From an optimization exercise on the open Yosys and OpenROAD flow, aimed at small area; shortcuts taken in it are not production practice.
In this exercise RTL edits were held to simulation tests only and were not proved equivalent to the original.

v4:
Design velocity_step_boost_compensator_unit, start of the top module:
module velocity_step_boost_compensator_unit #(
  parameter int FRAC_BITS = 12
) (
  input  logic               clk_i,
  input  logic               rst_ni,
  input  logic               psel,
  input  logic               penable,
  input  logic               pwrite,
  input  logic [3:0]         paddr,
  input  logic [31:0]        pwdata,
  output logic [31:0]        prdata,
  output logic               pready,
  input  logic               in_valid_i,
  output logic               in_stall_o,
  input  logic signed [15:0] vel_x_i,
  input  logic signed [15:0] vel_y_i,
  output logic               out_valid_o,
  input  logic               out_stall_i,
  output logic signed [15:0] shaped_x_o,
  output logic signed [15:0] shaped_y_o,
  output logic               boosting_x_o,
  output logic               boosting_y_o
);
Size in the first run: about 2200 cells after synthesis, about 220 flip-flops, about 0.020 sq mm of cells after synthesis.
clock: 14.0 ns
lec_check: 0
abc_area: 1
cap_margin: 20
core_margin: 2
core_utilization: 40
slew_margin: 20
standard.sh (not shown) runs the stock make flow with config.mk's settings and CLKGATE_MAP_FILE= SYNTH_SCRIPT=/design/flow/synth_recipe.tcl, a recipe that flattens the netlist after the stock synthesis.
==> flow/flow/run.sh <==
#!/bin/bash
# The standard layout (standard.sh), with these changes:
#  - synthesis runs yosys synth with -noabc (no early abc -fast pass, so the
#    adder extraction sees the adders as written) and uses an area-oriented
#    abc script (flow/abc_area.script) in place of ORFS's abc_area.script;
#    everything else in synthesis is ORFS's own scripts, copied unchanged;
#  - the port buffers are the smallest buffer cell;
#  - clock tree synthesis uses smaller clock buffers and leaves out dummy loads.
set -o pipefail
here=$(pwd)
mkdir -p "$here/scripts"
cp -r "$FLOW_HOME/scripts/." "$here/scripts/"
cp "$here/flow/abc_area.script" "$here/scripts/abc_area.script"

SYNTH_ARGS="-noabc" SCRIPTS_DIR="$here/scripts" bash standard.sh synth 2>&1 | tee synth.log || exit 1

export BUFFER_PORTS_ARGS="-buffer_cell sky130_fd_sc_hd__buf_1"
export CTS_ARGS="-sink_clustering_enable -repair_clock_nets -dont_use_dummy_load -buf_list {sky130_fd_sc_hd__clkbuf_2 sky130_fd_sc_hd__clkbuf_4 sky130_fd_sc_hd__clkbuf_8}"
bash standard.sh 2>&1 | tee standard.log
==> flow/flow/abc_area.script <==
strash
dc2
dch -f
amap
strash
dc2
dch -f
amap
strash
dc2
dch -f
amap
topo
v4 | status: complete | timing, DRC, antenna: pass
For v15, these inputs were changed with respect to v4:
==> flow/flow/run.sh <==
#!/bin/bash
# The standard layout (standard.sh), with three changes:
#  - synthesis uses an area-oriented abc script (flow/abc_area.script) in place
#    of ORFS's abc_area.script; everything else in synthesis is ORFS's own
#    scripts, copied unchanged;
#  - the port buffers are the smallest buffer cell;
#  - clock tree synthesis leaves out dummy loads.
set -o pipefail
here=$(pwd)
mkdir -p "$here/scripts"
cp -r "$FLOW_HOME/scripts/." "$here/scripts/"
cp "$here/flow/abc_area.script" "$here/scripts/abc_area.script"

SCRIPTS_DIR="$here/scripts" bash standard.sh synth 2>&1 | tee synth.log || exit 1

export BUFFER_PORTS_ARGS="-buffer_cell sky130_fd_sc_hd__buf_1"
export CTS_ARGS="-sink_clustering_enable -repair_clock_nets -dont_use_dummy_load"
bash standard.sh 2>&1 | tee standard.log
==> flow/flow/abc_area.script <==
strash
dc2
dch -f
amap
strash
dc2
dch -f
amap
topo
## What came out
v4 has a higher fraction of layout cells with a size suffix above 1 than v15. v4 ended up with u_cfg.lvlx_q[12]$_DFFE_PN0P_ as its capturing element of the worst setup path; v15 ended up with u_cfg.lvly_q[12]$_DFFE_PN0P_. Maximum frequency on v15 is ahead of v4. [compare] base=v4 new=v15: sequential share of layout area decreased 0.44 points, time the final worst path needs with I/O delays and setup decreased 0.43 ns. | via count | v15 vs v4 | worse |. Looking at number of non-clock inverters in the layout, v15 sits 76 above v4. Placed instance area | v15 above v4. v15: full flow OK, the timing, design-rule and antenna checks passed.
The following lists how v27 was set up differently from v15:
-- flow/flow/run.sh --
<<< v15, line 5
#    scripts, copied unchanged;
#  - the port buffers are the smallest buffer cell;
#  - clock tree synthesis leaves out dummy loads.
set -o pipefail
here=$(pwd)
>>> v27, line 5
#    scripts, copied unchanged;
#  - the port buffers are the smallest buffer cell;
#  - clock tree synthesis uses smaller clock buffers and leaves out dummy loads.
set -o pipefail
here=$(pwd)
<<< v15, line 15

export BUFFER_PORTS_ARGS="-buffer_cell sky130_fd_sc_hd__buf_1"
export CTS_ARGS="-sink_clustering_enable -repair_clock_nets -dont_use_dummy_load"
bash standard.sh 2>&1 | tee standard.log
>>> v27, line 15

export BUFFER_PORTS_ARGS="-buffer_cell sky130_fd_sc_hd__buf_1"
export CTS_ARGS="-sink_clustering_enable -repair_clock_nets -dont_use_dummy_load -buf_list {sky130_fd_sc_hd__clkbuf_4 sky130_fd_sc_hd__clkbuf_8}"
bash standard.sh 2>&1 | tee standard.log
- Both conditions hold for v27: the flow ran to the end and the final layout passed the timing, design-rule and antenna checks.
- v15 did not stop at any stage, and its layout met the timing, design-rule and antenna checks.
- Diff v15 -> v27: relative area change from synthesis to final layout lower; global-route usage roughly the same.
- | total number of vias | v15 vs v27 | ≈ equal |
Input changes introduced in v9 (baseline for comparison: v27):
==> flow/flow/run.sh <==
#!/bin/bash
# Standard layout, except: the port buffers are the smallest buffer cell, and
# the clock tree uses smaller clock buffers and no dummy loads.
set -o pipefail
export BUFFER_PORTS_ARGS="-buffer_cell sky130_fd_sc_hd__buf_1"
export CTS_ARGS="-sink_clustering_enable -repair_clock_nets -dont_use_dummy_load -buf_list {sky130_fd_sc_hd__clkbuf_4 sky130_fd_sc_hd__clkbuf_8}"
bash standard.sh 2>&1 | tee standard.log
removed: flow/flow/abc_area.script
[summary]
| synthesized cell count | higher: v9 |
From v27 to v9 the numbers moved as follows: largest net degree at the start of global routing up 9, via count increased by 8.2% relative to the old numbers, wire length now sits higher, worst setup slack shows a reduction of 0.010 ns.
Sort v9 and v27 by number of global-route vias before repair asc -> top: v27
Delta(global-route wire length before repair, v9 - v27) > 0
--- input diff v9..v39 ---
==> flow/flow/run.sh <==
#!/bin/bash
# The standard layout (standard.sh), with these changes:
#  - synthesis runs yosys synth with -noabc (no early abc -fast pass, so the
#    adder extraction sees the adders as written) and uses an area-oriented
#    abc script (flow/abc_area.script) in place of ORFS's abc_area.script;
#    everything else in synthesis is ORFS's own scripts, copied unchanged;
#  - the port buffers are the smallest buffer cell;
#  - clock tree synthesis uses larger sink clusters, smaller clock buffers and
#    leaves out dummy loads.
set -o pipefail
here=$(pwd)
mkdir -p "$here/scripts"
cp -r "$FLOW_HOME/scripts/." "$here/scripts/"
cp "$here/flow/abc_area.script" "$here/scripts/abc_area.script"

SYNTH_ARGS="-noabc" SCRIPTS_DIR="$here/scripts" bash standard.sh synth 2>&1 | tee synth.log || exit 1

export BUFFER_PORTS_ARGS="-buffer_cell sky130_fd_sc_hd__buf_1"
export CTS_ARGS="-sink_clustering_enable -repair_clock_nets -dont_use_dummy_load -sink_clustering_size 30 -sink_clustering_max_diameter 80 -buf_list {sky130_fd_sc_hd__clkbuf_4 sky130_fd_sc_hd__clkbuf_8 sky130_fd_sc_hd__clkbuf_16}"
bash standard.sh 2>&1 | tee standard.log
==> flow/flow/abc_area.script (new file) <==
strash
&get -n
&deepsyn -T 150
&put
dch -f
amap
strash
dc2
dch -f
amap
strash
dc2
dch -f
amap
topo
### Flow results
Between v39 and v9, it is v39 whose worst slew slack as a fraction of its limit is lower, by 5.7 points.
Share of cell area taken by multi-input logic gates in v39 vs v9: down 0.38 points
Summary of v39 over v9: area of the mapped netlist now smaller; finished layout cell area now smaller.
v9 → v39: clock-pin slew on the worst setup and hold paths went up; aggregate routed wire length fell 3.3 mm.

static timing again, ports no longer ideal:
The results above use ideal ports. As a check the final layouts listed here were re-extracted and re-timed, cells and wires unchanged. Step 1 sets driving cells, clkbuf_16 on the clock port and buf_2 on the other inputs (assumed; they add their load-dependent delay and slew). Step 2 moves the port delays by t, midway between the first and last clock arrival at a register: inputs arrive t later, outputs are due t later. That takes back most of the time a late clock gives input paths. Slacks: no drivers / after step 1 / after step 2; pairs: no drivers / after step 1.
run | t (ns) | slack for setup (ns) | latest minus earliest clock arrival (ns) | cell pins on the clock port's net
v4 | 0.628 | 1.088 / 1.088 / 1.088 | 0.059 / 0.058 | 1
v15 | 0.607 | 1.519 / 1.519 / 1.519 | 0.042 / 0.041 | 1
v27 | 0.627 | 1.513 / 1.513 / 1.513 | 0.056 / 0.057 | 1
v9 | 0.648 | 1.503 / 1.503 / 1.503 | 0.110 / 0.109 | 1
v39 | 0.565 | 0.597 / 0.597 / 0.597 | 0.093 / 0.094 | 1
After both steps every run listed still meets setup and hold.
